What follows belongs to an exercise in optimizing a design on an open flow for small area, a short achievable clock period and few clock cycles per item; a production flow would make more cautious choices. At most, simulation tests tie the RTL to the original design; equivalence was not proved. Only the layout flow was run in runs 2 and 5; the RTL was not checked for function there.

==> flow/design.v <==
module hsl_color_interpolator (
  input  logic        clk,
  input  logic        rst_n,
  input  logic        start,
  output logic        busy,
  input  logic        in_op,
  input  logic [1:0]  in_slot,
  input  logic [11:0] in_start_red,
  input  logic [11:0] in_start_green,
  input  logic [11:0] in_start_blue,
  input  logic [11:0] in_end_red,
  input  logic [11:0] in_end_green,
  input  logic [11:0] in_end_blue,
  input  logic [11:0] in_t_frac,
  output logic        out_valid,
  output logic [1:0]  out_slot,
  output logic [11:0] out_red,
  output logic [11:0] out_green,
  output logic [11:0] out_blue,
  output logic        out_last
);
  localparam int SPC  = 3;           
  localparam int NCYC = 12 / SPC;    
  localparam int QD   = 3;           
  function automatic logic [11:0] div_fs(input logic [23:0] p);
    logic [12:0] sum;
    sum = {1'b0, p[11:0]} + {1'b0, p[23:12]} + 13'd1;
    div_fs = p[23:12] + {11'd0, sum[12]};
  endfunction
  logic        cv;
  logic        c_op;
  logic [1:0]  c_slot;
  logic [11:0] c_col [6];
  logic [11:0] c_t;
  logic [12:0] q_mem [QD];
  logic [1:0]  q_wr, q_rd;
  logic [1:0]  q_cnt;
  logic        q_push, q_pop;
  logic        h_op;
  logic [11:0] h_t;
  assign h_op = q_mem[q_rd][12];
  assign h_t  = q_mem[q_rd][11:0];
  logic        cu_busy, cu_done;
  logic [1:0]  cu_cnt;
  logic [1:0]  cu_slot;
  logic [11:0] rs [2], qs [2], bs [2];
  logic [14:0] rh [2], bh [2];
  logic [11:0] qh [2];
  logic [11:0] cl [2];
  logic        cg [2], cn [2];
  logic [1:0]  cs [2];
  logic        act;
  logic [1:0]  ek;
  logic [11:0] et;
  logic        pop_e, pop_l, commit;
  logic [11:0] t_hl [4];
  logic [10:0] t_m2 [4];
  logic        t_swp [4], t_wrap [4];
  logic [11:0] t_s0 [4], t_sm [4], t_l0 [4], t_lm [4];
  logic        t_sn [4], t_ln [4];
  logic [3:0]  t_v;
  logic q_space, mv_e, mv_l, mv, cu_free;
  assign q_space = (q_cnt != 2'(QD)) || q_pop;
  assign cu_free = !cu_busy || commit;
  assign mv_e    = cv && c_op && q_space;
  assign mv_l    = cv && !c_op && q_space && cu_free;
  assign mv      = mv_e || mv_l;
  assign busy    = cv && !((q_cnt != 2'(QD)) && (c_op || !cu_busy));
  assign q_push  = mv;
  always_ff @(posedge clk) begin
    if (!rst_n) cv <= 1'b0;
    else        cv <= (start && !busy) || (cv && !mv);
  end
  always_ff @(posedge clk) begin
    if (rst_n && start && !busy) begin
      c_op     <= in_op;
      c_slot   <= in_slot;
      c_col[0] <= in_start_red;
      c_col[1] <= in_start_green;
      c_col[2] <= in_start_blue;
      c_col[3] <= in_end_red;
      c_col[4] <= in_end_green;
      c_col[5] <= in_end_blue;
      c_t      <= in_t_frac;
    end
  end
  always_ff @(posedge clk) begin
    if (q_push) q_mem[q_wr] <= {c_op, c_t};
  end
  always_ff @(posedge clk) begin
    if (!rst_n) begin
      q_wr  <= '0;
      q_rd  <= '0;
      q_cnt <= '0;
    end else begin
      if (q_push) q_wr <= (q_wr == 2'(QD - 1)) ? 2'd0 : q_wr + 2'd1;
      if (q_pop)  q_rd <= (q_rd == 2'(QD - 1)) ? 2'd0 : q_rd + 2'd1;
      q_cnt <= q_cnt + {1'b0, q_push} - {1'b0, q_pop};
    end
  end
  assign pop_e  = (q_cnt != '0) && h_op && (!act || ek == 2'd3);
  assign pop_l  = (q_cnt != '0) && !h_op && cu_done && (!act || ek >= cu_slot);
  assign q_pop  = pop_e || pop_l;
  assign commit = pop_l;
  always_ff @(posedge clk) begin
    if (!rst_n) begin
      act <= 1'b0;
      ek  <= '0;
    end else if (pop_e) begin
      act <= 1'b1;
      ek  <= '0;
    end else if (act) begin
      ek <= ek + 2'd1;
      if (ek == 2'd3) act <= 1'b0;
    end
  end
  always_ff @(posedge clk) begin
    if (pop_e) et <= h_t;
  end
  logic [11:0] i_rs [2], i_qs [2], i_bs [2], i_qh [2], i_l [2];
  logic [14:0] i_rh [2], i_bh [2];
  logic        i_g [2], i_n [2];
  logic [1:0]  i_s [2];
  for (genvar c = 0; c < 2; c++) begin : g_cls
    logic [11:0] r, g, b, mx, mn, d, a, x, y, am1, dm1;
    logic [12:0] sm;
    logic [1:0]  ch;
    always_comb begin
      r = c_col[3*c];
      g = c_col[3*c+1];
      b = c_col[3*c+2];
      if (r >= g) begin
        if (r >= b) begin ch = 2'd0; mx = r; mn = (b < g) ? b : g; end
        else        begin ch = 2'd2; mx = b; mn = g; end
      end else begin
        if (g < b)  begin ch = 2'd2; mx = b; mn = r; end
        else        begin ch = 2'd1; mx = g; mn = (b < r) ? b : r; end
      end
      sm = {1'b0, mx} + {1'b0, mn};
      d  = mx - mn;
      unique case (ch)
        2'd0:    begin x = g; y = b; end
        2'd1:    begin x = b; y = r; end
        default: begin x = r; y = g; end
      endcase
      i_n[c] = x < y;
      a      = i_n[c] ? y - x : x - y;
      am1    = a - 12'd1;
      dm1    = d - 12'd1;
      i_l[c] = sm[12:1];
      i_g[c] = (d == '0);
      i_s[c] = ch;
      i_rs[c] = dm1;
      i_qs[c] = ~dm1;
      i_bs[c] = (sm < 13'd4095) ? sm[11:0] : 12'(13'd8190 - sm);
      i_rh[c] = (a == '0) ? 15'd0 : {3'd0, am1};
      i_qh[c] = i_n[c] ? ~a : ~am1;
      i_bh[c] = {1'b0, d, 2'b00} + {2'b00, d, 1'b0};
    end
  end
  logic [11:0] n_rs [2], n_qs [2], n_qh [2];
  logic [14:0] n_rh [2];
  for (genvar c = 0; c < 2; c++) begin : g_div
    always_comb begin
      logic [12:0] r2s;
      logic [15:0] r2h;
      n_rs[c] = rs[c];
      n_qs[c] = qs[c];
      n_rh[c] = rh[c];
      n_qh[c] = qh[c];
      for (int i = 0; i < SPC; i++) begin
        r2s = {n_rs[c], n_qs[c][11]};
        if (r2s >= {1'b0, bs[c]}) begin
          n_rs[c] = 12'(r2s - {1'b0, bs[c]});
          n_qs[c] = {n_qs[c][10:0], 1'b1};
        end else begin
          n_rs[c] = r2s[11:0];
          n_qs[c] = {n_qs[c][10:0], 1'b0};
        end
        r2h = {n_rh[c], n_qh[c][11]};
        if (r2h >= {1'b0, bh[c]}) begin
          n_rh[c] = 15'(r2h - {1'b0, bh[c]});
          n_qh[c] = {n_qh[c][10:0], 1'b1};
        end else begin
          n_rh[c] = r2h[14:0];
          n_qh[c] = {n_qh[c][10:0], 1'b0};
        end
      end
    end
  end
  always_ff @(posedge clk) begin
    if (!rst_n) begin
      cu_busy <= 1'b0;
      cu_done <= 1'b0;
      cu_cnt  <= '0;
    end else if (mv_l) begin
      cu_busy <= 1'b1;
      cu_done <= 1'b0;
      cu_cnt  <= '0;
    end else if (commit) begin
      cu_busy <= 1'b0;
      cu_done <= 1'b0;
    end else if (cu_busy && !cu_done) begin
      cu_cnt <= cu_cnt + 2'd1;
      if (cu_cnt == 2'(NCYC - 1)) cu_done <= 1'b1;
    end
  end
  always_ff @(posedge clk) begin
    if (mv_l) begin
      cu_slot <= c_slot;
      for (int c = 0; c < 2; c++) begin
        rs[c] <= i_rs[c]; qs[c] <= i_qs[c]; bs[c] <= i_bs[c];
        rh[c] <= i_rh[c]; qh[c] <= i_qh[c]; bh[c] <= i_bh[c];
        cl[c] <= i_l[c];  cg[c] <= i_g[c];  cn[c] <= i_n[c]; cs[c] <= i_s[c];
      end
    end else if (cu_busy && !cu_done) begin
      for (int c = 0; c < 2; c++) begin
        rs[c] <= n_rs[c]; qs[c] <= n_qs[c];
        rh[c] <= n_rh[c]; qh[c] <= n_qh[c];
      end
    end
  end
  logic [11:0] f_h [2], f_s [2];
  always_comb begin
    for (int c = 0; c < 2; c++) begin
      logic [11:0] bp, bn;
      unique case (cs[c])
        2'd0:    begin bp = 12'd0;    bn = 12'd4094; end
        2'd1:    begin bp = 12'd1365; bn = 12'd1364; end
        default: begin bp = 12'd2730; bn = 12'd2729; end
      endcase
      f_h[c] = cg[c] ? 12'd0 : (cn[c] ? bn - qh[c] : bp + qh[c]);
      f_s[c] = cg[c] ? 12'd0 : qs[c];
    end
  end
  logic        w_swp, w_wrap, w_sn, w_ln;
  logic [11:0] w_hl, w_hd, w_sm, w_lm;
  logic [10:0] w_m2;
  logic [12:0] w_ds, w_dl;
  always_comb begin
    w_swp  = f_h[0] > f_h[1];
    w_hl   = w_swp ? f_h[1] : f_h[0];
    w_hd   = w_swp ? f_h[0] - f_h[1] : f_h[1] - f_h[0];
    w_wrap = w_hd[11];
    w_m2   = w_wrap ? ~w_hd[10:0] : w_hd[10:0];
    w_ds   = {1'b0, f_s[1]} - {1'b0, f_s[0]};
    w_dl   = {1'b0, cl[1]} - {1'b0, cl[0]};
    w_sn   = w_ds[12];
    w_ln   = w_dl[12];
    w_sm   = w_sn ? 12'(-w_ds) : w_ds[11:0];
    w_lm   = w_ln ? 12'(-w_dl) : w_dl[11:0];
  end
  always_ff @(posedge clk) begin
    if (commit) begin
      t_hl[cu_slot]   <= w_hl;
      t_m2[cu_slot]   <= w_m2;
      t_swp[cu_slot]  <= w_swp;
      t_wrap[cu_slot] <= w_wrap;
      t_s0[cu_slot]   <= f_s[0];
      t_sm[cu_slot]   <= w_sm;
      t_sn[cu_slot]   <= w_sn;
      t_l0[cu_slot]   <= cl[0];
      t_lm[cu_slot]   <= w_lm;
      t_ln[cu_slot]   <= w_ln;
    end
  end
  always_ff @(posedge clk) begin
    if (!rst_n)      t_v <= '0;
    else if (commit) t_v[cu_slot] <= 1'b1;
  end
  logic [11:0] e_tt;
  assign e_tt = t_swp[ek] ? ~et : et;
  logic        v1, tv1, wrap1, sn1, ln1;
  logic [1:0]  k1;
  logic [22:0] ph1;
  logic [23:0] ps1, pl1;
  logic [11:0] hl1, s01, l01;
  always_ff @(posedge clk) begin
    if (!rst_n) v1 <= 1'b0;
    else        v1 <= act;
  end
  always_ff @(posedge clk) begin
    k1    <= ek;
    tv1   <= t_v[ek];
    ph1   <= e_tt * t_m2[ek];
    ps1   <= et * t_sm[ek];
    pl1   <= et * t_lm[ek];
    hl1   <= t_hl[ek];
    wrap1 <= t_wrap[ek];
    s01   <= t_s0[ek];
    sn1   <= t_sn[ek];
    l01   <= t_l0[ek];
    ln1   <= t_ln[ek];
  end
  logic [11:0] qh1, qs1, ql1, hue1, s1n, l1n, f1;
  logic [12:0] hd1;
  logic [14:0] y1;
  logic [2:0]  sec1;
  always_comb begin
    qh1 = div_fs({1'b0, ph1});
    qs1 = div_fs(ps1);
    ql1 = div_fs(pl1);
    hd1 = {1'b0, hl1} - {1'b0, qh1};
    if (wrap1) begin
      hue1 = hd1[11:0] - {11'd0, hd1[12]};
    end else begin
      hue1 = hl1 + qh1;
    end
    s1n = sn1 ? s01 - qs1 : s01 + qs1;
    l1n = ln1 ? l01 - ql1 : l01 + ql1;
    y1  = {1'b0, hue1, 2'b00} + {2'b00, hue1, 1'b0};
    sec1 = 3'(hue1 >= 12'd683) + 3'(hue1 >= 12'd1365) + 3'(hue1 >= 12'd2048)
         + 3'(hue1 >= 12'd2730) + 3'(hue1 >= 12'd3413);
    unique case (sec1)
      3'd0:    f1 = y1[11:0];
      3'd1:    f1 = 12'(15'd8190 - y1);
      3'd2:    f1 = 12'(y1 - 15'd8190);
      3'd3:    f1 = 12'(15'd16380 - y1);
      3'd4:    f1 = 12'(y1 - 15'd16380);
      default: f1 = 12'(15'd24570 - y1);
    endcase
  end
  logic        v2, tv2;
  logic [1:0]  k2;
  logic [2:0]  sec2;
  logic [11:0] s2, l2, f2;
  always_ff @(posedge clk) begin
    if (!rst_n) v2 <= 1'b0;
    else        v2 <= v1;
  end
  always_ff @(posedge clk) begin
    k2   <= k1;
    tv2  <= tv1;
    s2   <= s1n;
    l2   <= l1n;
    f2   <= f1;
    sec2 <= sec1;
  end
  logic        v3, tv3;
  logic [1:0]  k3;
  logic [2:0]  sec3;
  logic [11:0] s3, l3, f3;
  logic [23:0] pp3;
  always_ff @(posedge clk) begin
    if (!rst_n) v3 <= 1'b0;
    else        v3 <= v2;
  end
  always_ff @(posedge clk) begin
    k3   <= k2;
    tv3  <= tv2;
    s3   <= s2;
    l3   <= l2;
    f3   <= f2;
    sec3 <= sec2;
    pp3  <= l2 * s2;
  end
  logic [11:0] p3, m3w;
  always_comb begin
    p3  = div_fs(pp3);
    m3w = l3[11] ? s3 - p3 : p3;
  end
  logic        v4, tv4;
  logic [1:0]  k4;
  logic [2:0]  sec4;
  logic [11:0] f4, hi4, lo4;
  logic [10:0] m4;
  always_ff @(posedge clk) begin
    if (!rst_n) v4 <= 1'b0;
    else        v4 <= v3;
  end
  always_ff @(posedge clk) begin
    k4   <= k3;
    tv4  <= tv3;
    f4   <= f3;
    sec4 <= sec3;
    m4   <= m3w[10:0];
    hi4  <= l3 + m3w;
    lo4  <= l3 - m3w;
  end
  logic        v5, tv5;
  logic [1:0]  k5;
  logic [2:0]  sec5;
  logic [11:0] hi5, lo5;
  logic [22:0] pc5;
  always_ff @(posedge clk) begin
    if (!rst_n) v5 <= 1'b0;
    else        v5 <= v4;
  end
  always_ff @(posedge clk) begin
    k5   <= k4;
    tv5  <= tv4;
    sec5 <= sec4;
    hi5  <= hi4;
    lo5  <= lo4;
    pc5  <= m4 * f4;
  end
  logic [11:0] sl5, r5, g5, b5;
  always_comb begin
    sl5 = lo5 + div_fs({pc5, 1'b0});
    unique case (sec5)
      3'd0:    begin r5 = hi5; g5 = sl5; b5 = lo5; end
      3'd1:    begin r5 = sl5; g5 = hi5; b5 = lo5; end
      3'd2:    begin r5 = lo5; g5 = hi5; b5 = sl5; end
      3'd3:    begin r5 = lo5; g5 = sl5; b5 = hi5; end
      3'd4:    begin r5 = sl5; g5 = lo5; b5 = hi5; end
      default: begin r5 = hi5; g5 = lo5; b5 = sl5; end
    endcase
    if (!tv5) begin
      r5 = '0; g5 = '0; b5 = '0;
    end
  end
  always_ff @(posedge clk) begin
    if (!rst_n) out_valid <= 1'b0;
    else        out_valid <= v5;
  end
  always_ff @(posedge clk) begin
    out_slot  <= k5;
    out_last  <= (k5 == 2'd3);
    out_red   <= r5;
    out_green <= g5;
    out_blue  <= b5;
  end
endmodule
==> flow/run.sh <==
#!/bin/bash
# synth_recipe.tcl (not shown) runs the flow's synth.tcl, then flattens the netlist and writes it again
# the make line also repeats each setting of config.mk as NAME=value (left out here)
make -C /OpenROAD-flow-scripts/flow DESIGN_CONFIG=/design/flow/config.mk WORK_HOME=/design/flow/orfs CLKGATE_MAP_FILE= SYNTH_SCRIPT=/design/flow/synth_recipe.tcl finish
==> flow/config.mk <==
export PLATFORM = sky130hd
export DESIGN_NAME = hsl_color_interpolator
export DESIGN_NICKNAME = hsl_color_interpolator
export VERILOG_FILES = /design/flow/design.v
export SDC_FILE = /design/flow/constraint.sdc
export NUM_CORES = 4
export LEC_CHECK = 0
export CAP_MARGIN = 20
export CORE_MARGIN = 2
export CORE_UTILIZATION = 40
export SLEW_MARGIN = 20
==> flow/constraint.sdc <==
create_clock -name core_clock -period 12.0 [get_ports {clk}]
set_input_delay 2.4000 -clock core_clock [delete_from_list [all_inputs] [get_ports {clk}]]
set_output_delay 2.4000 -clock core_clock [all_outputs]
set_load 0.01 [all_outputs]
==> results.sh, run 1 <==
export IMPL_final_setup_viol_count=0
export IMPL_yosysWarnings=28
export IMPL_synth_edff_count=626
export IMPL_cts_tree="done"
export IMPL_ys_seq_area_frac=0.316
export IMPL_avgSynthCellArea_sq_um=9.81
export IMPL_slew_headroom=0.302
export IMPL_via_per_inst=5.26
export IMPL_ys_types=101
export IMPL_rsz0062_at_grt="no"
export IMPL_crit_required_ns=12.60
export IMPL_cts_setup_buffers=0
export IMPL_drv_slew=0
export IMPL_grt_pass1_vias=61356
export IMPL_cts_resized=0
export IMPL_initial_utilization=0.402
export IMPL_grt_overflow_total=0
export IMPL_criticalPathCategory="register to register"
export IMPL_finalClockSkew_ns=0.0959
export IMPL_area_growth_pct=9.84
export IMPL_finalHoldViolCount=0
export IMPL_dr_pass1_iters=5
export IMPL_ant_nets=0
export IMPL_die_w_microns=463
export IMPL_path_clk_slew_ns=0.07
export IMPL_ctsLongestPathBuffers=3
export IMPL_placed_cells=11282
export IMPL_synthCells=8582
export IMPL_grt_max_degree=80
export IMPL_grt_pass1_wl_mm=329
export IMPL_worst_hold_path_type="register to register"
export IMPL_clkSinkCount=1014
export IMPL_max_cap_violations=0
export IMPL_hold_buffers=0
export IMPL_io_pins=131
export IMPL_endpoint_kind="register"
export IMPL_synth_area_sq_mm=0.0842
export IMPL_syn_nets=10151
export IMPL_coreArea_sq_mm=0.209
export IMPL_cts_buffers=116
export IMPL_drc_errors=0
export IMPL_die_h_microns=463
export IMPL_ys_dominant_reg_cell="edfxtp_1"
export IMPL_cpMaxStageDelayCell="ha_1"
export IMPL_drive_gt1_frac=0.0580
export IMPL_fin_cells=11501
export IMPL_worstPathMaxFanout=24
export IMPL_antenna_found_initial=1
export IMPL_post_route_util=0.442
export IMPL_start_kind="register"
export IMPL_fin_crit_sh=0.900
export IMPL_cp_num_buf_inv=2
export IMPL_portBuffers=130
export IMPL_cp_top_family="compound AO/OA/AOI/OAI gates"
export IMPL_wirelength_mm=203
export IMPL_critPathArrivalTime_ns=11.40
export IMPL_drt_iter0_markers=3700
export IMPL_track_usage=0.187
export IMPL_tns_ns=0
export IMPL_ys_seq_elements=1014
export IMPL_wire_per_inst_microns=17.7
export IMPL_async_flop_share=0
export IMPL_regArea_sq_mm=0.0266
export IMPL_status="timing/DRC/antenna clean"
export IMPL_final_common_cell="inv_1"
export IMPL_htreeDepth=3
export IMPL_place_gp_congestion=0.903
export IMPL_multi_input_area_sq_mm=0.0525
export IMPL_nFillCells=20008
export IMPL_post_dp_hpwl_mm=158
export IMPL_die_area_sq_mm=0.214
export IMPL_worstMarginPinSlew_ns=1.04
export IMPL_period_minus_slack_ns=10.81
export IMPL_fmax_mhz=92.5
export IMPL_cts_root_buf="clkbuf_16"
export IMPL_final_nets=10164
export IMPL_layout_common_cells="inv_1, ha_1, nand2_1"
export IMPL_path_common_cell="o21a_1"
export IMPL_vias=60448
export IMPL_rows=168
export IMPL_cp_slowest_stage_delay_ns=0.60
export IMPL_clk_latency_ns=0.83
state kept, by name, summed over array words and instances (netlist names), 28 cells and up, named ones only:
register and cells:
bh 28, c_col 72, q_mem 39, rh 30
t_hl 48, t_l0 48, t_lm 48, t_m2 44
t_s0 48, t_sm 48
Yosys cell counts (49+ instances only):
cell type | number | share of area
edfxtp_1 | 626 | 0.22
mux2_2 | 83 | 0.011
xnor2_1 | 409 | 0.043
nor3_1 | 87 | 0.0052
nor2b_1 | 106 | 0.0079
o21ai_0 | 335 | 0.020
xor2_1 | 192 | 0.020
ha_1 | 968 | 0.14
and2_1 | 227 | 0.017
mux2i_1 | 154 | 0.018
nand2_1 | 771 | 0.034
a21o_1 | 210 | 0.019
a21boi_0 | 66 | 0.0059
fa_1 | 511 | 0.12
o21bai_1 | 94 | 0.0084
clkbuf_1 | 237 | 0.011
mux4_2 | 71 | 0.019
nor2_1 | 545 | 0.024
nand3_1 | 103 | 0.0061
nand2b_1 | 95 | 0.0071
o21a_1 | 86 | 0.0077
a21oi_1 | 472 | 0.028
and3_1 | 49 | 0.0036
inv_1 | 1081 | 0.048
nand4_1 | 60 | 0.0045
dfxtp_1 | 388 | 0.092
per-layer routing:
layer / share of wire / wire [microns] / GRT usage / vias up
li1: - / - / - / 29288
met1: 0.45 / 91700 / 0.246 / 29636
met2: 0.48 / 98400 / 0.325 / 1227
met3: 0.040 / 8090 / 0.0221 / 297
met4: 0.025 / 5000 / 0.0494 / 0
met5: 0 / 0 / 0 / -
cell type report:
type,count,share of cell area
inverter,1085,0.0441
timing repair buffer,186,0.0186
tap,2805,0.0379
clock inverter,74,0.00971
sequential,1014,0.287
clock buffer,144,0.0344
multi-input combinational,6192,0.568
antenna,1,0.0000271
per-stage QoR:
step / worst slack (ns) / hold slack, ns / cell area [sq um]
after floorplan: 3.04 / 0.310 / 84200
after global placement: 1.32 / 0.310 / 88400
after detailed placement: 1.33 / 0.312 / 88400
after CTS: 1.26 / 0.311 / 92500
after global routing: 0.0218 / 0.313 / 92500
final: 1.19 / 0.315 / 92500
logic make-up after synthesis:
family | Yosys count | share of synthesized area
and+or+nand+nor | 2140 | 0.118
AOI/OAI and AO/OA | 1663 | 0.128
adders and majority gates | 1479 | 0.265
buffers and inverters | 1376 | 0.0621
DFF | 1014 | 0.316
xor gates and xnor gates | 602 | 0.0627
muxes | 308 | 0.0484
final timing paths:
check                       start             to  slack, ns  depth (start not counted)
setup reg to reg  ph1[13]$_DFF_P_  f2[5]$_DFF_P_       1.19                         49
hold reg to reg     f2[8]$_DFF_P_  f3[8]$_DFF_P_       0.32                          0
setup / recovery  ph1[13]$_DFF_P_  f2[5]$_DFF_P_       1.19                         49
hold / removal      f2[8]$_DFF_P_  f3[8]$_DFF_P_       0.32                          0
Testbench counts, summed over its fixed seeds: cycles 3,537, items 2,976.
==> run 2: changes to the inputs <==
--- a/flow/design.v
+++ b/flow/design.v
@@ -21,3 +21,3 @@
 );
-  localparam int SPC  = 3;           
+  localparam int SPC  = 2;           
   localparam int NCYC = 12 / SPC;    
@@ -33,2 +33,3 @@
   logic [11:0] c_col [6];
+  logic [5:0]  c_gt [2];
   logic [11:0] c_t;
@@ -43,3 +44,3 @@
   logic        cu_busy, cu_done;
-  logic [1:0]  cu_cnt;
+  logic [2:0]  cu_cnt;
   logic [1:0]  cu_slot;
@@ -73,13 +74,23 @@
   end
+  logic [11:0] in_col [6];
+  assign in_col[0] = in_start_red;
+  assign in_col[1] = in_start_green;
+  assign in_col[2] = in_start_blue;
+  assign in_col[3] = in_end_red;
+  assign in_col[4] = in_end_green;
+  assign in_col[5] = in_end_blue;
   always_ff @(posedge clk) begin
     if (rst_n && start && !busy) begin
-      c_op     <= in_op;
-      c_slot   <= in_slot;
-      c_col[0] <= in_start_red;
-      c_col[1] <= in_start_green;
-      c_col[2] <= in_start_blue;
-      c_col[3] <= in_end_red;
-      c_col[4] <= in_end_green;
-      c_col[5] <= in_end_blue;
-      c_t      <= in_t_frac;
+      c_op   <= in_op;
+      c_slot <= in_slot;
+      for (int i = 0; i < 6; i++) c_col[i] <= in_col[i];
+      for (int c = 0; c < 2; c++) begin
+        c_gt[c][0] <= in_col[3*c]   > in_col[3*c+1];
+        c_gt[c][1] <= in_col[3*c+1] > in_col[3*c];
+        c_gt[c][2] <= in_col[3*c]   > in_col[3*c+2];
+        c_gt[c][3] <= in_col[3*c+2] > in_col[3*c];
+        c_gt[c][4] <= in_col[3*c+1] > in_col[3*c+2];
+        c_gt[c][5] <= in_col[3*c+2] > in_col[3*c+1];
+      end
+      c_t <= in_t_frac;
     end
@@ -124,5 +135,7 @@
   for (genvar c = 0; c < 2; c++) begin : g_cls
-    logic [11:0] r, g, b, mx, mn, d, a, x, y, am1, dm1;
-    logic [12:0] sm;
+    logic [11:0] r, g, b, mx, mn, d, x, y, am1, na, dm1;
+    logic [12:0] sm, smc;
+    logic [14:0] d6;
     logic [1:0]  ch;
+    logic        rg, gr, rb, br, gb, bg, ze;
     always_comb begin
@@ -131,22 +144,29 @@
       b = c_col[3*c+2];
-      if (r >= g) begin
-        if (r >= b) begin ch = 2'd0; mx = r; mn = (b < g) ? b : g; end
-        else        begin ch = 2'd2; mx = b; mn = g; end
+      {bg, gb, br, rb, gr, rg} = c_gt[c];
+      if (!gr) begin
+        if (!br) begin ch = 2'd0; mx = r; mn = bg ? g : b; end
+        else     begin ch = 2'd2; mx = b; mn = g; end
       end else begin
-        if (g < b)  begin ch = 2'd2; mx = b; mn = r; end
-        else        begin ch = 2'd1; mx = g; mn = (b < r) ? b : r; end
+        if (bg)  begin ch = 2'd2; mx = b; mn = r; end
+        else     begin ch = 2'd1; mx = g; mn = rb ? b : r; end
       end
-      sm = {1'b0, mx} + {1'b0, mn};
-      d  = mx - mn;
       unique case (ch)
-        2'd0:    begin x = g; y = b; end
-        2'd1:    begin x = b; y = r; end
-        default: begin x = r; y = g; end
+        2'd0:    begin i_n[c] = bg; ze = !gb && !bg; end
+        2'd1:    begin i_n[c] = rb; ze = !rb && !br; end
+        default: begin i_n[c] = gr; ze = !rg && !gr; end
+      endcase
+      unique case (ch)
+        2'd0:    begin x = bg ? b : g; y = bg ? g : b; end
+        2'd1:    begin x = rb ? r : b; y = rb ? b : r; end
+        default: begin x = gr ? g : r; y = gr ? r : g; end
       endcase
-      i_n[c] = x < y;
-      a      = i_n[c] ? y - x : x - y;
-      am1    = a - 12'd1;
-      dm1    = d - 12'd1;
+      am1 = x + ~y;              
+      na  = y + ~x;              
+      dm1 = mx + ~mn;            
+      d   = mx - mn;
+      d6  = {1'b0, d, 2'b00} + {2'b00, d, 1'b0};
+      sm  = {1'b0, mx} + {1'b0, mn};
+      smc = 13'd8190 - sm;
       i_l[c] = sm[12:1];
-      i_g[c] = (d == '0);
+      i_g[c] = (mx == mn);
       i_s[c] = ch;
@@ -154,6 +174,6 @@
       i_qs[c] = ~dm1;
-      i_bs[c] = (sm < 13'd4095) ? sm[11:0] : 12'(13'd8190 - sm);
-      i_rh[c] = (a == '0) ? 15'd0 : {3'd0, am1};
-      i_qh[c] = i_n[c] ? ~a : ~am1;
-      i_bh[c] = {1'b0, d, 2'b00} + {2'b00, d, 1'b0};
+      i_bs[c] = (sm < 13'd4095) ? sm[11:0] : smc[11:0];
+      i_rh[c] = ze ? 15'd0 : {3'd0, am1};
+      i_qh[c] = i_n[c] ? na : ~am1;
+      i_bh[c] = d6;
     end
@@ -166,2 +186,4 @@
       logic [15:0] r2h;
+      logic [13:0] dfs;
+      logic [16:0] dfh;
       n_rs[c] = rs[c];
@@ -172,17 +194,9 @@
         r2s = {n_rs[c], n_qs[c][11]};
-        if (r2s >= {1'b0, bs[c]}) begin
-          n_rs[c] = 12'(r2s - {1'b0, bs[c]});
-          n_qs[c] = {n_qs[c][10:0], 1'b1};
-        end else begin
-          n_rs[c] = r2s[11:0];
-          n_qs[c] = {n_qs[c][10:0], 1'b0};
-        end
+        dfs = {1'b0, r2s} - {2'b00, bs[c]};
+        n_rs[c] = dfs[13] ? r2s[11:0] : dfs[11:0];
+        n_qs[c] = {n_qs[c][10:0], !dfs[13]};
         r2h = {n_rh[c], n_qh[c][11]};
-        if (r2h >= {1'b0, bh[c]}) begin
-          n_rh[c] = 15'(r2h - {1'b0, bh[c]});
-          n_qh[c] = {n_qh[c][10:0], 1'b1};
-        end else begin
-          n_rh[c] = r2h[14:0];
-          n_qh[c] = {n_qh[c][10:0], 1'b0};
-        end
+        dfh = {1'b0, r2h} - {2'b00, bh[c]};
+        n_rh[c] = dfh[16] ? r2h[14:0] : dfh[14:0];
+        n_qh[c] = {n_qh[c][10:0], !dfh[16]};
       end
@@ -203,4 +217,4 @@
     end else if (cu_busy && !cu_done) begin
-      cu_cnt <= cu_cnt + 2'd1;
-      if (cu_cnt == 2'(NCYC - 1)) cu_done <= 1'b1;
+      cu_cnt <= cu_cnt + 3'd1;
+      if (cu_cnt == 3'(NCYC - 1)) cu_done <= 1'b1;
     end
@@ -238,7 +252,9 @@
   logic [10:0] w_m2;
-  logic [12:0] w_ds, w_dl;
+  logic [12:0] w_ds, w_dl, w_hd01, w_hd10;
   always_comb begin
-    w_swp  = f_h[0] > f_h[1];
+    w_hd01 = {1'b0, f_h[0]} - {1'b0, f_h[1]};
+    w_hd10 = {1'b0, f_h[1]} - {1'b0, f_h[0]};
+    w_swp  = w_hd10[12];
     w_hl   = w_swp ? f_h[1] : f_h[0];
-    w_hd   = w_swp ? f_h[0] - f_h[1] : f_h[1] - f_h[0];
+    w_hd   = w_swp ? w_hd01[11:0] : w_hd10[11:0];
     w_wrap = w_hd[11];
@@ -294,6 +310,4 @@
   end
-  logic [11:0] qh1, qs1, ql1, hue1, s1n, l1n, f1;
+  logic [11:0] qh1, qs1, ql1, hue1, s1n, l1n, hm0, hm1;
   logic [12:0] hd1;
-  logic [14:0] y1;
-  logic [2:0]  sec1;
   always_comb begin
@@ -303,20 +317,8 @@
     hd1 = {1'b0, hl1} - {1'b0, qh1};
-    if (wrap1) begin
-      hue1 = hd1[11:0] - {11'd0, hd1[12]};
-    end else begin
-      hue1 = hl1 + qh1;
-    end
+    hm1 = hl1 + ~qh1;
+    hm0 = hl1 + qh1;
+    if (wrap1) hue1 = hd1[12] ? hm1 : hd1[11:0];
+    else       hue1 = hm0;
     s1n = sn1 ? s01 - qs1 : s01 + qs1;
     l1n = ln1 ? l01 - ql1 : l01 + ql1;
-    y1  = {1'b0, hue1, 2'b00} + {2'b00, hue1, 1'b0};
-    sec1 = 3'(hue1 >= 12'd683) + 3'(hue1 >= 12'd1365) + 3'(hue1 >= 12'd2048)
-         + 3'(hue1 >= 12'd2730) + 3'(hue1 >= 12'd3413);
-    unique case (sec1)
-      3'd0:    f1 = y1[11:0];
-      3'd1:    f1 = 12'(15'd8190 - y1);
-      3'd2:    f1 = 12'(y1 - 15'd8190);
-      3'd3:    f1 = 12'(15'd16380 - y1);
-      3'd4:    f1 = 12'(y1 - 15'd16380);
-      default: f1 = 12'(15'd24570 - y1);
-    endcase
   end
@@ -324,4 +326,3 @@
   logic [1:0]  k2;
-  logic [2:0]  sec2;
-  logic [11:0] s2, l2, f2;
+  logic [11:0] h2, s2, l2;
   always_ff @(posedge clk) begin
@@ -331,8 +332,24 @@
   always_ff @(posedge clk) begin
-    k2   <= k1;
-    tv2  <= tv1;
-    s2   <= s1n;
-    l2   <= l1n;
-    f2   <= f1;
-    sec2 <= sec1;
+    k2  <= k1;
+    tv2 <= tv1;
+    h2  <= hue1;
+    s2  <= s1n;
+    l2  <= l1n;
+  end
+  logic [14:0] y2, c2, zp2, zn2;
+  logic [2:0]  sec2;
+  logic [11:0] f2;
+  always_comb begin
+    y2   = {1'b0, h2, 2'b00} + {2'b00, h2, 1'b0};
+    sec2 = 3'(h2 >= 12'd683) + 3'(h2 >= 12'd1365) + 3'(h2 >= 12'd2048)
+         + 3'(h2 >= 12'd2730) + 3'(h2 >= 12'd3413);
+    unique case (sec2)
+      3'd0:         c2 = 15'd0;
+      3'd1, 3'd2:   c2 = 15'd8190;
+      3'd3, 3'd4:   c2 = 15'd16380;
+      default:      c2 = 15'd24570;
+    endcase
+    zp2 = y2 - c2;
+    zn2 = c2 - y2;
+    f2  = sec2[0] ? zn2[11:0] : zp2[11:0];
   end
@@ -364,3 +381,3 @@
   logic [2:0]  sec4;
-  logic [11:0] f4, hi4, lo4;
+  logic [11:0] f4, l4;
   logic [10:0] m4;
@@ -376,4 +393,3 @@
     m4   <= m3w[10:0];
-    hi4  <= l3 + m3w;
-    lo4  <= l3 - m3w;
+    l4   <= l3;
   end
@@ -392,4 +408,4 @@
     sec5 <= sec4;
-    hi5  <= hi4;
-    lo5  <= lo4;
+    hi5  <= l4 + {1'b0, m4};
+    lo5  <= l4 - {1'b0, m4};
     pc5  <= m4 * f4;
--- a/flow/config.mk
+++ b/flow/config.mk
@@ -10,2 +10,3 @@
 export CORE_UTILIZATION = 40
+export SETUP_SLACK_MARGIN = 5
 export SLEW_MARGIN = 20
==> run 2 against run 1 <==
  * Still clean
  * Wire length down 0.93%
  * Sequential share of layout area rose by 0.17 points
  * Die area decreased by 0.34%
  * Synthesized area fell by 0.34%
==> results.sh, run 2 <==
export IMPL_worst_hold_path_type="register to register"
export IMPL_wire_per_inst_microns=17.6
export IMPL_path_clk_slew_ns=0.06
export IMPL_grt_pass1_wl_mm=325
export IMPL_crit_required_ns=12.63
export IMPL_ant_nets=0
export IMPL_coreArea_sq_mm=0.209
export IMPL_worstPathCellList="buf_8 -> buf_12 -> mux4_2 -> xnor2_1 -> nor2_1 -> fa_1 -> fa_1 -> fa_1 -> fa_1 -> fa_1 -> ha_1 -> and3_1 -> and3_1 -> a21oi_1 -> a211o_1 -> o211a_1 -> o21bai_1 -> a21oi_1 -> xnor2_1"
export IMPL_critPathArrivalTime_ns=7.25
export IMPL_largest_register_ffs=72
export IMPL_synth_top_cells_by_count="inv_1, ha_1, nand2_1, edfxtp_1, fa_1"
export IMPL_layout_common_cells="inv_1, ha_1, nand2_1"
export IMPL_syn_nets=10049
export IMPL_portBuffers=130
export IMPL_cpMaxStageDelayCell="mux4_2"
export IMPL_post_dp_hpwl_mm=157
export IMPL_final_common_cell="inv_1"
export IMPL_die_area_sq_mm=0.213
export IMPL_finalHoldViolCount=0
export IMPL_synthCells=8544
export IMPL_cts_tree="done"
export IMPL_grt_overflow_total=0
export IMPL_yosys_area_share_simple=0.125
export IMPL_path_common_cell="fa_1"
export IMPL_cts_buffers=110
export IMPL_yosysTopAreaCell="edfxtp_1"
export IMPL_ys_types=106
export IMPL_synth_mux_area_frac=0.0579
export IMPL_fin_crit_sh=0.552
export IMPL_htreeDepth=3
export IMPL_max_cap_violations=0
export IMPL_drt_iter0_markers=3891
export IMPL_finalClockSkew_ns=0.0745
export IMPL_yosysWarnings=30
export IMPL_final_nets=10036
export IMPL_initial_utilization=0.401
export IMPL_rsz0062_at_grt="yes"
export IMPL_placed_cells=11222
export IMPL_cp_slowest_stage_delay_ns=0.78
export IMPL_fin_cells=11435
export IMPL_top_register="c_col"
export IMPL_drc_errors=0
export IMPL_synth_compound_area_frac=0.122
export IMPL_ys_seq_elements=1011
export IMPL_grt_pass1_vias=60644
export IMPL_die_w_microns=462
export IMPL_avgSynthCellArea_sq_um=9.82
export IMPL_ys_seq_area_frac=0.317
export IMPL_drv_slew=0
export IMPL_ctsLongestPathBuffers=3
export IMPL_ys_top_cells_by_area="edfxtp_1, ha_1, fa_1, dfxtp_1, inv_1"
export IMPL_dr_pass1_iters=5
export IMPL_cts_root_buf="clkbuf_16"
export IMPL_dpl_cell_area_sq_mm=0.0879
export IMPL_post_route_util=0.440
export IMPL_finish_instance_area_sq_mm=0.0921
export IMPL_criticalPathCategory="register to register"
export IMPL_via_per_inst=5.27
export IMPL_worstPathMaxFanout=33
export IMPL_clkSinkCount=1011
export IMPL_reg2reg_depth=19
export IMPL_antenna_found_initial=2
export IMPL_rows=168
export IMPL_clk_latency_ns=0.79
export IMPL_synthAdderAreaFrac=0.257
export IMPL_endpoint_kind="register"
export IMPL_wirelength_mm=201
export IMPL_final_setup_viol_count=0
export IMPL_grt_max_degree=75
export IMPL_tns_ns=0
export IMPL_fmax_mhz=151
export IMPL_area_growth_pct=9.76
export IMPL_track_usage=0.188
export IMPL_worstMarginPinSlew_ns=1.14
export IMPL_start_kind="register"
export IMPL_drive_gt1_frac=0.0626
export IMPL_yosysMostFrequentCell="inv_1"
export IMPL_ys_dominant_reg_cell="edfxtp_1"
export IMPL_place_gp_congestion=0.887
export IMPL_period_minus_slack_ns=6.62
export IMPL_io_pins=131
export IMPL_vias=60240
export IMPL_crit_path_end="ph1[22]$_DFF_P_"
export IMPL_slew_headroom=0.234
export IMPL_r2r_slack_ns=5.38
export IMPL_die_h_microns=462
export IMPL_timing_rr_end="ph1[22]$_DFF_P_"
export IMPL_synth_top_area_frac=0.228
export IMPL_synthXorXnorAreaFrac=0.0551
export IMPL_status="timing/DRC/antenna clean"
export IMPL_synth_area_sq_mm=0.0839
export IMPL_synth_top_family_by_area="adder cells"
export IMPL_synth_edff_count=636
export IMPL_async_flop_share=0
run 2: cell types whose count changed after synthesis, sizes merged, moves of 47 or more:
cell    delta
ha        -65
a21oi     -64
inv       +62
a21o      -60
nor3      +56
xnor2     -53
mux2i     +49
o21bai    -49
o21ai     -47
run 2: routing by layer:
metal / vias to the layer above / wire [microns] / track usage / part of all wire
met4: 0 / 4660 / 0.0478 / 0.023
met2: 1220 / 97800 / 0.328 / 0.49
met1: 29489 / 91700 / 0.249 / 0.46
li1: 29281 / - / - / -
met3: 250 / 7250 / 0.0184 / 0.036
met5: - / 0 / 0 / 0
run 2: through the flow:
step / hold WS, ns / setup slack [ns]
after floorplan: 0.310 / 4.34
after global placement: 0.311 / 4.64
after CTS: 0.313 / 5.02
final: 0.310 / 5.38
after detailed placement: 0.312 / 4.60
after global routing: 0.320 / 4.98
run 2: kinds of logic (layout without fill, tap and decap cells):
group | after synthesis | in the layout
simple gates | 2209 | 2209
compound gates | 1537 | 1537
buf+inv | 1462 | 1546
fa+ha+maj | 1415 | 1415
flops | 1011 | 1011
xor+xnor | 525 | 525
mux | 385 | 386
other cells | 0 | 1
run 2: layout make-up:
class	instances	area (sq um)
clock inverters	79	948
diodes	1	2.50
flip-flops and latches	1011	26600
repair buffers	185	1750
inverters	1151	4330
multi-input cells	6072	52000
clock buffers	131	2910
fillers	19957	117000
well taps	2805	3510
run 2: critical path: cells and delay by family, from the launching register on:
family,cells,cell delay (ns)
buf+inv,2,0.48
xor+xnor,2,0.67
simple gates,3,0.48
flops,1,0.33
mux,1,0.78
fa+ha+maj,6,2.75
compound gates,5,0.94
run 2: how the worst min path moves through the flow:
stage | start | endpoint | slack (ns) | cells after the start
floorplan | f3[10]$_DFF_P_ | f4[10]$_DFF_P_ | 0.31 | 0
global placement | f3[3]$_DFF_P_ | f4[3]$_DFF_P_ | 0.31 | 0
detailed placement | f3[2]$_DFF_P_ | f4[2]$_DFF_P_ | 0.31 | 0
CTS | l3[1]$_DFF_P_ | l4[1]$_DFF_P_ | 0.31 | 0
global route | l3[1]$_DFF_P_ | l4[1]$_DFF_P_ | 0.32 | 0
finish | l3[1]$_DFF_P_ | l4[1]$_DFF_P_ | 0.31 | 0
run 2: repair_timing:
| item | in CTS | in global routing |
|---|---|---|
| hold buffers | 0 | 0 |
| gates resized for setup | 10 | 26 |
| cloned | 1 | 0 |
| buffers inserted | 1 | 0 |
| setup endpoints to repair | 8 | 53 |
==> run 3: changes to the inputs <==
--- a/flow/design.v
+++ b/flow/design.v
@@ -245,3 +245,3 @@
       endcase
-      f_h[c] = cg[c] ? 12'd0 : (cn[c] ? bn - qh[c] : bp + qh[c]);
+      f_h[c] = cg[c] ? 12'd0 : (cn[c] ? bn : bp) + (qh[c] ^ {12{cn[c]}}) + {11'd0, cn[c]};
       f_s[c] = cg[c] ? 12'd0 : qs[c];
@@ -316,9 +316,7 @@
     ql1 = div_fs(pl1);
-    hd1 = {1'b0, hl1} - {1'b0, qh1};
+    hd1 = {1'b0, hl1} + {1'b0, qh1 ^ {12{wrap1}}} + {12'd0, wrap1};
     hm1 = hl1 + ~qh1;
-    hm0 = hl1 + qh1;
-    if (wrap1) hue1 = hd1[12] ? hm1 : hd1[11:0];
-    else       hue1 = hm0;
-    s1n = sn1 ? s01 - qs1 : s01 + qs1;
-    l1n = ln1 ? l01 - ql1 : l01 + ql1;
+    hue1 = (wrap1 && !hd1[12]) ? hm1 : hd1[11:0];
+    s1n = s01 + (qs1 ^ {12{sn1}}) + {11'd0, sn1};
+    l1n = l01 + (ql1 ^ {12{ln1}}) + {11'd0, ln1};
   end
@@ -338,3 +336,3 @@
   end
-  logic [14:0] y2, c2, zp2, zn2;
+  logic [14:0] y2, c2, zp2;
   logic [2:0]  sec2;
@@ -351,5 +349,4 @@
     endcase
-    zp2 = y2 - c2;
-    zn2 = c2 - y2;
-    f2  = sec2[0] ? zn2[11:0] : zp2[11:0];
+    zp2 = (sec2[0] ? c2 : y2) + ~(sec2[0] ? y2 : c2) + 15'd1;
+    f2  = zp2[11:0];
   end
==> flow/flow/run.sh (new file) <==
#!/bin/bash
set -euo pipefail
bash standard.sh SETUP_SLACK_MARGIN=${MARGIN:-7} finish > standard_flow.log 2>&1
==> flow/standard.sh (new file) <==
#!/bin/bash
# synth_recipe.tcl (not shown) runs the flow's synth.tcl, then flattens the netlist and writes it again
# the make line also repeats each setting of config.mk as NAME=value (left out here)
make -C /OpenROAD-flow-scripts/flow DESIGN_CONFIG=/design/flow/config.mk WORK_HOME=/design/flow/orfs CLKGATE_MAP_FILE= SYNTH_SCRIPT=/design/flow/synth_recipe.tcl "${@:-finish}"
removed: flow/run.sh
==> run 3 against run 2 <==
  * First-iteration DRC count is 16% lower
  * Non-clock buffer count is 340 higher
  * Sequential share of layout area fell by 0.81 points
  * Synthesized area down 3.6%
  * Die area shrank 3.5%
  * Still clean on timing, DRC and antenna
  * Fmax is 8.5% higher
  * Final cell count shrank 2.1%
==> results.sh, run 3 <==
export IMPL_final_setup_viol_count=0
export IMPL_grt_overflow_total=0
export IMPL_yosys_area_share_simple=0.115
export IMPL_cp_top_family="adder cells"
export IMPL_grt_pass1_vias=58492
export IMPL_yosysWarnings=30
export IMPL_clk_latency_ns=0.79
export IMPL_r2r_slack_ns=5.90
export IMPL_fmax_mhz=164
export IMPL_syn_nets=9529
export IMPL_rows=165
export IMPL_crit_path_end="pl1[23]$_DFF_P_"
export IMPL_grt_pass1_wl_mm=316
export IMPL_place_gp_congestion=0.890
export IMPL_crit_required_ns=12.63
export IMPL_top_register="c_col"
export IMPL_period_minus_slack_ns=6.10
export IMPL_worst_hold_path_type="register to register"
export IMPL_ctsLongestPathBuffers=3
export IMPL_initial_utilization=0.401
export IMPL_critPathArrivalTime_ns=6.73
export IMPL_portBuffers=130
export IMPL_yosysMostFrequentCell="inv_1"
export IMPL_cts_tree="done"
export IMPL_dr_wl_met3_mm=7.58
export IMPL_cp_num_buf_inv=6
export IMPL_synth_mux_area_frac=0.0608
export IMPL_synth_top_area_frac=0.236
export IMPL_wire_per_inst_microns=17.9
export IMPL_drt_iter0_markers=3274
export IMPL_cts_root_buf="clkbuf_16"
export IMPL_max_cap_violations=0
export IMPL_path_common_cell="fa_1"
export IMPL_ys_dominant_reg_cell="edfxtp_1"
export IMPL_die_area_sq_mm=0.206
export IMPL_layout_common_cells="inv_1, ha_1, nand2_1"
export IMPL_dr_pass1_iters=7
export IMPL_start_kind="register"
export IMPL_largest_register_ffs=72
export IMPL_hold_buffers=0
export IMPL_die_h_microns=454
export IMPL_finalHoldViolCount=0
export IMPL_path_clk_slew_ns=0.06
export IMPL_grt_max_degree=89
export IMPL_track_usage=0.190
export IMPL_wl_met1_mm=87.8
export IMPL_worst_path_stages=22
export IMPL_ys_types=95
export IMPL_synth_area_sq_mm=0.0809
export IMPL_synthCells=8068
export IMPL_vias=58079
export IMPL_finalClockSkew_ns=0.0666
export IMPL_worstPathCellList="buf_12 -> buf_12 -> buf_12 -> buf_16 -> mux4_2 -> and2_4 -> fa_1 -> fa_1 -> fa_1 -> fa_1 -> inv_2 -> fa_1 -> inv_2 -> ha_4 -> a21o_1 -> a22o_1 -> a41oi_4 -> a2111oi_4 -> o31ai_2 -> o21bai_1 -> a21oi_1 -> xnor2_1"
export IMPL_ys_top_cells_by_area="edfxtp_1, ha_1, fa_1, dfxtp_1, inv_1"
export IMPL_cts_buffers=111
export IMPL_coreArea_sq_mm=0.202
export IMPL_fin_crit_sh=0.508
export IMPL_die_w_microns=454
export IMPL_area_growth_pct=17.9
export IMPL_worstMarginPinSlew_ns=1.01
export IMPL_cp_slowest_stage_delay_ns=0.58
export IMPL_drive_gt1_frac=0.160
export IMPL_reg2reg_depth=22
export IMPL_io_pins=131
export IMPL_nFillCells=18431
export IMPL_final_common_cell="inv_1"
export IMPL_drv_slew=0
export IMPL_synthXorXnorAreaFrac=0.0641
export IMPL_yosysTopAreaCell="edfxtp_1"
export IMPL_ys_seq_elements=1011
export IMPL_antenna_found_initial=4
export IMPL_timing_rr_end="pl1[23]$_DFF_P_"
export IMPL_ys_seq_area_frac=0.329
export IMPL_slew_headroom=0.329
export IMPL_htreeDepth=3
export IMPL_endpoint_kind="register"
export IMPL_ant_nets=0
export IMPL_synth_edff_count=636
export IMPL_post_dp_hpwl_mm=147
export IMPL_synth_top_cells_by_count="inv_1, ha_1, nand2_1, edfxtp_1, fa_1"
export IMPL_tns_ns=0
export IMPL_via_per_inst=5.19
export IMPL_async_flop_share=0
export IMPL_criticalPathCategory="register to register"
export IMPL_place_ws_ns=5.08
export IMPL_wl_met2_mm=98.6
export IMPL_drc_errors=0
export IMPL_worstPathMaxFanout=4
export IMPL_synthAdderAreaFrac=0.259
export IMPL_final_nets=9879
export IMPL_wirelength_mm=200
export IMPL_clkSinkCount=1011
export IMPL_avgSynthCellArea_sq_um=10.0
export IMPL_rsz0062_at_grt="yes"
export IMPL_setup_slack_ns=5.90
export IMPL_top_layer="met5"
export IMPL_synth_top_family_by_area="adder cells"
export IMPL_cpMaxStageDelayCell="fa_1"
export IMPL_status="timing/DRC/antenna clean"
export IMPL_synth_compound_area_frac=0.107
## run 3: per-layer routing
layer / GRT usage / up-vias
met4: 0.0515 / 2
met1: 0.247 / 28572
met5: 0 / -
li1: - / 28072
met3: 0.0225 / 303
met2: 0.333 / 1130
## run 3: worst min path at each step
stage                        start        endpoint  slack [ns]  cells after the start
floorplan           f3[10]$_DFF_P_  f4[10]$_DFF_P_        0.31                      0
global placement     f3[6]$_DFF_P_   f4[6]$_DFF_P_        0.31                      0
detailed placement   f3[3]$_DFF_P_   f4[3]$_DFF_P_        0.31                      0
CTS                  l3[0]$_DFF_P_   l4[0]$_DFF_P_        0.31                      0
global route         l3[0]$_DFF_P_   l4[0]$_DFF_P_        0.32                      0
finish               f3[8]$_DFF_P_   f4[8]$_DFF_P_        0.32                      0
## run 3: cells by family after synthesis
kind of cell             Yosys count
AND/OR/NAND/NOR                 1971
flip-flops                      1011
buffers and inverters           1375
AO/OA/AOI/OAI                   1359
multiplexers                     393
XOR/XNOR                         588
adder cells (fa/ha/maj)         1371
## run 3: timing repair
action                                  4_1_cts  5_1_grt
endpoints found under the setup margin      299      287
gates resized for setup                     416      388
pin swaps                                   146      216
buffers inserted                            206      127
gates cloned                                 11        4
## run 3: area by class of cell
| type | count | area (sq um) | area share |
|---|---|---|---|
| clock inverter | 67 | 724 | 0.00760 |
| tap | 2672 | 3340 | 0.0351 |
| sequential | 1011 | 26800 | 0.281 |
| clock buffer | 143 | 3050 | 0.0320 |
| timing repair buffer | 525 | 4930 | 0.0517 |
| antenna | 3 | 7.51 | 0.0000787 |
| multi-input combinational | 5686 | 52400 | 0.550 |
| inverter | 1083 | 4090 | 0.0429 |
## run 3: worst reg2reg max path, delay by kind of cell, from the launching register on
family / cells / cell delay [ns]
AO/OA/AOI/OAI: 7 / 1.38
AND/OR/NAND/NOR: 1 / 0.20
flip-flops: 1 / 0.36
buffers and inverters: 6 / 0.56
multiplexers: 1 / 0.57
XOR/XNOR: 1 / 0.09
adder cells (fa/ha/maj): 6 / 2.82
## run 3: metrics by stage
step	cells	instance area, sq um	util	hold slack [ns]
global placement	10629	85300	0.423	0.310
finish	11190	95400	0.473	0.319
detailed placement	10629	85300	0.423	0.312
floorplan	8068	81600	-	0.310
global route	11188	95400	0.473	0.319
CTS	11056	92600	0.459	0.313
Testbench counts of run 3, summed over its fixed seeds: cycles 3,782, items 2,976.
==> run 4: changes to the inputs <==
==> flow/run.sh (new file) <==
#!/bin/bash
# synth_recipe.tcl (not shown) runs the flow's synth.tcl, then flattens the netlist and writes it again
# the make line also repeats each setting of config.mk as NAME=value (left out here)
make -C /OpenROAD-flow-scripts/flow DESIGN_CONFIG=/design/flow/config.mk WORK_HOME=/design/flow/orfs CLKGATE_MAP_FILE= SYNTH_SCRIPT=/design/flow/synth_recipe.tcl finish
removed: flow/flow/run.sh
removed: flow/standard.sh
==> run 4 against run 3 <==
  * Still clean on timing, DRC and antenna
  * First-iteration DRC count down 14%
  * Via count down 4.0%
  * Clock skew up 0.023 ns
  * Fmax down 9.8%
  * Hold slack worse by 0.036 ns
  * Critical path depth down 4
  * Final area down 6.6%
==> results.sh, run 4 <==
export IMPL_finalHoldViolCount=0
export IMPL_largest_register_ffs=72
export IMPL_max_cap_violations=0
export IMPL_top_layer="met4"
export IMPL_final_nets=9534
export IMPL_cts_buffers=113
export IMPL_ant_nets=0
export IMPL_grt_pass1_wl_mm=305
export IMPL_ys_seq_elements=1011
export IMPL_area_growth_pct=10.1
export IMPL_final_common_cell="inv_1"
export IMPL_synth_area_sq_mm=0.0809
export IMPL_finalClockSkew_ns=0.0898
export IMPL_min_to="l4[2]$_DFF_P_"
export IMPL_portBuffers=130
export IMPL_clkSinkCount=1011
export IMPL_holdPathStages=0
export IMPL_reg2reg_depth=18
export IMPL_vias=55784
export IMPL_min_from="l3[2]$_DFF_P_"
export IMPL_status="timing/DRC/antenna clean"
export IMPL_syn_nets=9529
export IMPL_r2r_slack_ns=5.24
export IMPL_timing_rr_end="ph1[22]$_DFF_P_"
export IMPL_place_ws_ns=4.30
export IMPL_antenna_found_initial=3
export IMPL_path_clk_slew_ns=0.06
export IMPL_ys_seq_area_frac=0.329
export IMPL_fin_crit_sh=0.564
export IMPL_synthCells=8068
export IMPL_synth_top_area_frac=0.236
export IMPL_grt_overflow_total=0
export IMPL_cpMaxStageDelayCell="xnor2_1"
export IMPL_finish_instance_area_sq_mm=0.0891
export IMPL_yosysWarnings=30
export IMPL_cts_tree="done"
export IMPL_fmax_mhz=148
export IMPL_dpl_cell_area_sq_mm=0.0848
export IMPL_drt_iter0_markers=2829
export IMPL_coreArea_sq_mm=0.202
export IMPL_ys_top_cells_by_area="edfxtp_1, ha_1, fa_1, dfxtp_1, inv_1"
export IMPL_drive_gt1_frac=0.0621
export IMPL_hold_buffers=0
export IMPL_drc_errors=0
export IMPL_die_h_microns=454
export IMPL_worstPathMaxFanout=28
export IMPL_fin_cells=10848
export IMPL_path_common_cell="fa_1"
export IMPL_io_pins=131
export IMPL_wirelength_mm=188
export IMPL_ctsLongestPathBuffers=3
export IMPL_track_usage=0.183
export IMPL_grt_max_degree=79
export IMPL_critPathArrivalTime_ns=7.44
export IMPL_yosysTopAreaCell="edfxtp_1"
export IMPL_synth_edff_count=636
export IMPL_placed_cells=10624
export IMPL_tns_ns=0
export IMPL_die_w_microns=454
export IMPL_start_kind="register"
export IMPL_initial_utilization=0.401
export IMPL_synth_top_cells_by_count="inv_1, ha_1, nand2_1, edfxtp_1, fa_1"
export IMPL_dr_wl_met3_mm=6.64
export IMPL_crit_required_ns=12.68
export IMPL_avgSynthCellArea_sq_um=10.0
export IMPL_post_route_util=0.442
export IMPL_slew_headroom=0.267
export IMPL_setup_slack_ns=5.24
export IMPL_final_setup_viol_count=0
export IMPL_place_gp_congestion=0.878
export IMPL_htreeDepth=3
export IMPL_ys_types=95
export IMPL_cts_root_buf="clkbuf_16"
export IMPL_endpoint_kind="register"
export IMPL_criticalPathCategory="register to register"
export IMPL_post_dp_hpwl_mm=147
export IMPL_wl_met2_mm=91.5
export IMPL_grt_pass1_vias=56969
export IMPL_wl_met1_mm=85.7
export IMPL_worstMarginPinSlew_ns=1.10
export IMPL_rsz0062_at_grt="yes"
export IMPL_async_flop_share=0
export IMPL_yosysMostFrequentCell="inv_1"
export IMPL_worst_hold_path_type="register to register"
export IMPL_via_per_inst=5.14
export IMPL_period_minus_slack_ns=6.76
export IMPL_top_register="c_col"
export IMPL_holdWs_ns=0.283
export IMPL_drv_slew=0
export IMPL_ys_dominant_reg_cell="edfxtp_1"
export IMPL_worstPathCellList="buf_6 -> mux4_2 -> xnor2_1 -> nor2_1 -> fa_1 -> fa_1 -> fa_1 -> fa_1 -> ha_1 -> ha_1 -> a21o_1 -> a21o_1 -> a21oi_1 -> o221ai_1 -> o41ai_2 -> o21ai_0 -> a21oi_1 -> xnor2_1"
export IMPL_layout_common_cells="inv_1, ha_1, nand2_1"
export IMPL_rows=165
export IMPL_clk_latency_ns=0.76
export IMPL_dr_pass1_iters=6
export IMPL_cp_slowest_stage_delay_ns=0.68
export IMPL_die_area_sq_mm=0.206
export IMPL_wire_per_inst_microns=17.4
-- run 4: cell counts after synthesis --
Identical to the previous run, type by type.
-- run 4: layout make-up --
cell class,instances,area (sq um)
well taps,2672,3340
clock inverters,71,843
multi-input cells,5683,49300
repair buffers,181,1710
diodes,2,5.00
fillers,19099,113000
inverters,1083,4070
clock buffers,145,3140
flip-flops and latches,1011,26600
-- run 4: worst max-delay path, delay by kind of cell, from the launching register on --
kind / cells / cell delay [ns]
adders and majority gates: 6 / 2.62
AOI/OAI and AO/OA: 7 / 1.58
xor gates and xnor gates: 2 / 0.81
muxes: 1 / 0.61
DFF: 1 / 0.54
buffers and inverters: 1 / 0.34
and+or+nand+nor: 1 / 0.14
-- run 4: cell families (layout without fill, tap and decap cells) --
family,count (synthesis),in the layout,share of synthesized area
adder cells (fa/ha/maj),1371,1371,0.259
multiplexers,393,394,0.0608
XOR/XNOR,588,588,0.0641
buffers and inverters,1375,1480,0.0642
AO/OA/AOI/OAI,1359,1359,0.107
AND/OR/NAND/NOR,1971,1971,0.115
other,0,2,0
flip-flops,1011,1011,0.329
-- run 4: repair_timing --
item                                    4_1_cts  5_1_grt
resized for setup                             9       16
endpoints found under the hold margin         0        0
gates cloned                                  1        0
buffers inserted                              0        5
endpoints found under the setup margin        8       49
-- run 4: worst max path at each step --
stage	start	endpoint	cells after the start
5_1_grt	register	ph1[22]$_DFF_P_	20
2_1_floorplan	ek[0]$_SDFFE_PP0P_	t_hl[0][0]$_DFFE_PP_	10
3_3_place_gp	register	ph1[22]$_DFF_P_	21
6_report	register	ph1[22]$_DFF_P_	18
4_1_cts	register	ph1[22]$_DFF_P_	20
3_5_place_dp	register	ph1[22]$_DFF_P_	21
-- run 4: routing by layer --
layer,vias up,GRT usage
met3,259,0.0208
met4,0,0.0491
met5,-,0
met2,1050,0.316
met1,27122,0.242
li1,27353,-
==> run 5: changes to the inputs <==
--- a/flow/design.v
+++ b/flow/design.v
@@ -286,4 +286,14 @@
   end
-  logic [11:0] e_tt;
-  assign e_tt = t_swp[ek] ? ~et : et;
+  logic [1:0]  nk;
+  logic [11:0] nt;
+  logic [10:0] r_m2;
+  logic [11:0] r_sm, r_lm, r_tt;
+  assign nk = pop_e ? 2'd0 : ek + 2'd1;
+  assign nt = pop_e ? h_t : et;
+  always_ff @(posedge clk) begin
+    r_m2 <= t_m2[nk];
+    r_sm <= t_sm[nk];
+    r_lm <= t_lm[nk];
+    r_tt <= t_swp[nk] ? ~nt : nt;
+  end
   logic        v1, tv1, wrap1, sn1, ln1;
@@ -300,5 +310,5 @@
     tv1   <= t_v[ek];
-    ph1   <= e_tt * t_m2[ek];
-    ps1   <= et * t_sm[ek];
-    pl1   <= et * t_lm[ek];
+    ph1   <= r_tt * r_m2;
+    ps1   <= et * r_sm;
+    pl1   <= et * r_lm;
     hl1   <= t_hl[ek];
==> flow/flow/run.sh (new file) <==
#!/bin/bash
set -euo pipefail
bash standard.sh SETUP_SLACK_MARGIN=${MARGIN:-6.5} finish > standard_flow.log 2>&1
==> flow/standard.sh (new file) <==
#!/bin/bash
# synth_recipe.tcl (not shown) runs the flow's synth.tcl, then flattens the netlist and writes it again
# the make line also repeats each setting of config.mk as NAME=value (left out here)
make -C /OpenROAD-flow-scripts/flow DESIGN_CONFIG=/design/flow/config.mk WORK_HOME=/design/flow/orfs CLKGATE_MAP_FILE= SYNTH_SCRIPT=/design/flow/synth_recipe.tcl "${@:-finish}"
removed: flow/run.sh
==> run 5 against run 4 <==
  * Still clean
  * Register-to-register slack better by 1.4 ns
  * Synthesized area increased by 1.6%
  * Die area up 1.6%
  * Setup slack improved by 1.4 ns
  * Wire length rose by 5.5%
  * Core utilization grew 0.43 points
  * Critical endpoint is now pl1[23]$_DFF_P_
==> results.sh, run 5 <==
export IMPL_status="timing/DRC/antenna clean"
export IMPL_die_h_microns=457
export IMPL_finalClockSkew_ns=0.0715
export IMPL_ys_seq_area_frac=0.333
export IMPL_dpl_cell_area_sq_mm=0.0861
export IMPL_ys_seq_elements=1056
export IMPL_via_per_inst=5.27
export IMPL_post_route_util=0.446
export IMPL_area_growth_pct=10.8
export IMPL_final_common_cell="inv_1"
export IMPL_synth_top_family_by_area="adder cells"
export IMPL_vias=58252
export IMPL_worst_hold_path_type="register to register"
export IMPL_ctsLongestPathBuffers=3
export IMPL_drc_errors=0
export IMPL_endpoint_kind="register"
export IMPL_yosysTopAreaCell="edfxtp_1"
export IMPL_drive_gt1_frac=0.0763
export IMPL_criticalPathCategory="register to register"
export IMPL_grt_overflow_total=0
export IMPL_synth_top_area_frac=0.228
export IMPL_dr_pass1_iters=5
export IMPL_start_kind="register"
export IMPL_path_clk_slew_ns=0.07
export IMPL_top_register="c_col"
export IMPL_cts_buffers=120
export IMPL_cts_tree="done"
export IMPL_largest_register_ffs=72
export IMPL_crit_start="et[5]$_DFF_P_"
export IMPL_htreeDepth=3
export IMPL_crit_required_ns=12.72
export IMPL_yosysMostFrequentCell="inv_1"
export IMPL_yosysWarnings=30
export IMPL_synthCells=8233
export IMPL_fin_crit_sh=0.450
export IMPL_min_from="f3[5]$_DFF_P_"
export IMPL_max_cap_violations=0
export IMPL_ys_types=112
export IMPL_synth_top_cells_by_count="inv_1, ha_1, nand2_1, edfxtp_1, fa_1"
export IMPL_avgSynthCellArea_sq_um=9.99
export IMPL_fmax_mhz=185
export IMPL_antenna_found_initial=3
export IMPL_wirelength_mm=199
export IMPL_critPathArrivalTime_ns=6.13
export IMPL_synthXorXnorAreaFrac=0.0601
export IMPL_rows=166
export IMPL_yosys_area_share_simple=0.123
export IMPL_tns_ns=0
export IMPL_grt_pass1_wl_mm=317
export IMPL_timing_rr_start="et[5]$_DFF_P_"
export IMPL_synth_compound_area_frac=0.120
export IMPL_synth_mux_area_frac=0.0471
export IMPL_grt_max_degree=88
export IMPL_initial_utilization=0.402
export IMPL_period_minus_slack_ns=5.41
export IMPL_ys_top_cells_by_area="edfxtp_1, ha_1, fa_1, dfxtp_1, inv_1"
export IMPL_synth_area_sq_mm=0.0822
export IMPL_cts_root_buf="clkbuf_16"
export IMPL_final_nets=9728
export IMPL_coreArea_sq_mm=0.204
export IMPL_track_usage=0.187
export IMPL_drv_slew=0
export IMPL_portBuffers=130
export IMPL_die_w_microns=457
export IMPL_ys_dominant_reg_cell="edfxtp_1"
export IMPL_drt_iter0_markers=3328
export IMPL_rsz0062_at_grt="yes"
export IMPL_clkSinkCount=1056
==> run 5: changes by cell type after synthesis, moves of 23 or more <==
| cell | previous run | this run |
|---|---|---|
| nor2b_1 | 103 | 145 |
| a221oi_1 | 23 | 52 |
| inv_1 | 1080 | 1010 |
| mux2_2 | 107 | 77 |
| a21oi_1 | 383 | 406 |
| nand3b_1 | 12 | 46 |
| nand2_1 | 693 | 727 |
| nor2_1 | 441 | 414 |
| xnor2_1 | 391 | 360 |
| and2_1 | 247 | 278 |
| mux4_2 | 68 | 40 |
| dfxtp_1 | 375 | 432 |
| o21ai_0 | 303 | 326 |
==> run 5: final timing paths <==
kind	to	slack, ns	depth (start not counted)
worst min-delay path	f4[5]$_DFF_P_	0.27	0
worst max-delay path	pl1[23]$_DFF_P_	6.59	21
worst max register to register	pl1[23]$_DFF_P_	6.59	21
worst min register to register	f4[5]$_DFF_P_	0.27	0
==> run 5: final cells by class <==
class / count / area (sq um) / area share
multi-input cells: 5842 / 50200 / 0.550
well taps: 2688 / 3360 / 0.0369
clock inverters: 60 / 748 / 0.00821
inverters: 1019 / 3840 / 0.0421
flip-flops and latches: 1056 / 27500 / 0.302
clock buffers: 165 / 3330 / 0.0366
repair buffers: 228 / 2190 / 0.0240
==> run 5: critical path, cell delays in order (launching register included) <==
cell and delay (ns):
dfxtp_4 0.38, buf_12 0.15, and2_1 0.15, fa_1 0.50, inv_1 0.05, fa_1 0.52, inv_1 0.05, fa_1 0.48
inv_1 0.05, fa_1 0.47, inv_1 0.05, fa_1 0.52, ha_4 0.23, a2111oi_1 0.53, a211oi_1 0.11, o21ai_0 0.25
a21oi_2 0.13, a41oi_2 0.18, a31oi_1 0.14, o21ai_1 0.18, a21oi_1 0.09, a31oi_1 0.13
==> run 5: logic make-up after synthesis <==
| family | count (synthesis) |
|---|---|
| adders and majority gates | 1371 |
| muxes | 325 |
| xor gates and xnor gates | 553 |
| DFF | 1056 |
| AOI/OAI and AO/OA | 1514 |
| buffers and inverters | 1336 |
| and+or+nand+nor | 2078 |
==> run 5: repair_timing <==
item | CTS | global route
buffers inserted | 16 | 31
setup endpoints to repair | 115 | 162
pin swaps | 3 | 17
resized for setup | 49 | 145
hold buffers | 0 | 0
cloned | 0 | 3
==> run 5: through the flow <==
step | hold WS [ns] | instances
after floorplan | 0.310 | 8233
after global placement | 0.312 | 10783
after detailed placement | 0.312 | 10783
after CTS | 0.274 | 11024
after global routing | 0.272 | 11058
final | 0.268 | 11058
==> run 5: layer usage <==
layer	up-vias	wire, microns	GRT usage
li1	28098	-	-
met1	28755	88200	0.242
met2	1126	97700	0.327
met3	273	7230	0.0204
met4	0	5660	0.0569
met5	-	0	0

## separate check: timing with driven ports
Ports are ideal in the flow. The routed layouts listed here were re-timed in OpenROAD.
Step 1 (the two cells are an assumption about what drives the block):
set clk [get_ports {clk}]
set_driving_cell -lib_cell sky130_fd_sc_hd__clkbuf_16 $clk
set_driving_cell -lib_cell sky130_fd_sc_hd__buf_2 [delete_from_list [all_inputs] $clk]
Step 2 also shifts input and output timing later by t, the mid clock arrival at the registers, as if the neighbouring blocks saw the same clock.
Three values: no drivers, after step 1, after step 2; two values: the first two.
run | t (ns) | slack for setup (ns) | slew at the worst register clock pin (ns)
run 1 | 0.856 | 1.194 / 1.194 / 1.194 | 0.07 / 0.07
run 2 | 0.841 | 5.381 / 5.381 / 5.381 | 0.07 / 0.07
run 3 | 0.827 | 5.900 / 5.900 / 5.900 | 0.07 / 0.07
run 4 | 0.806 | 5.235 / 5.235 / 5.235 | 0.06 / 0.06
run 5 | 0.851 | 6.594 / 6.594 / 6.499 | 0.07 / 0.07
After both steps every run listed still meets setup and hold. For run 5, which loses most, drivers alone change the setup slack by 0.000 ns; drivers and shift together by -0.095 ns.
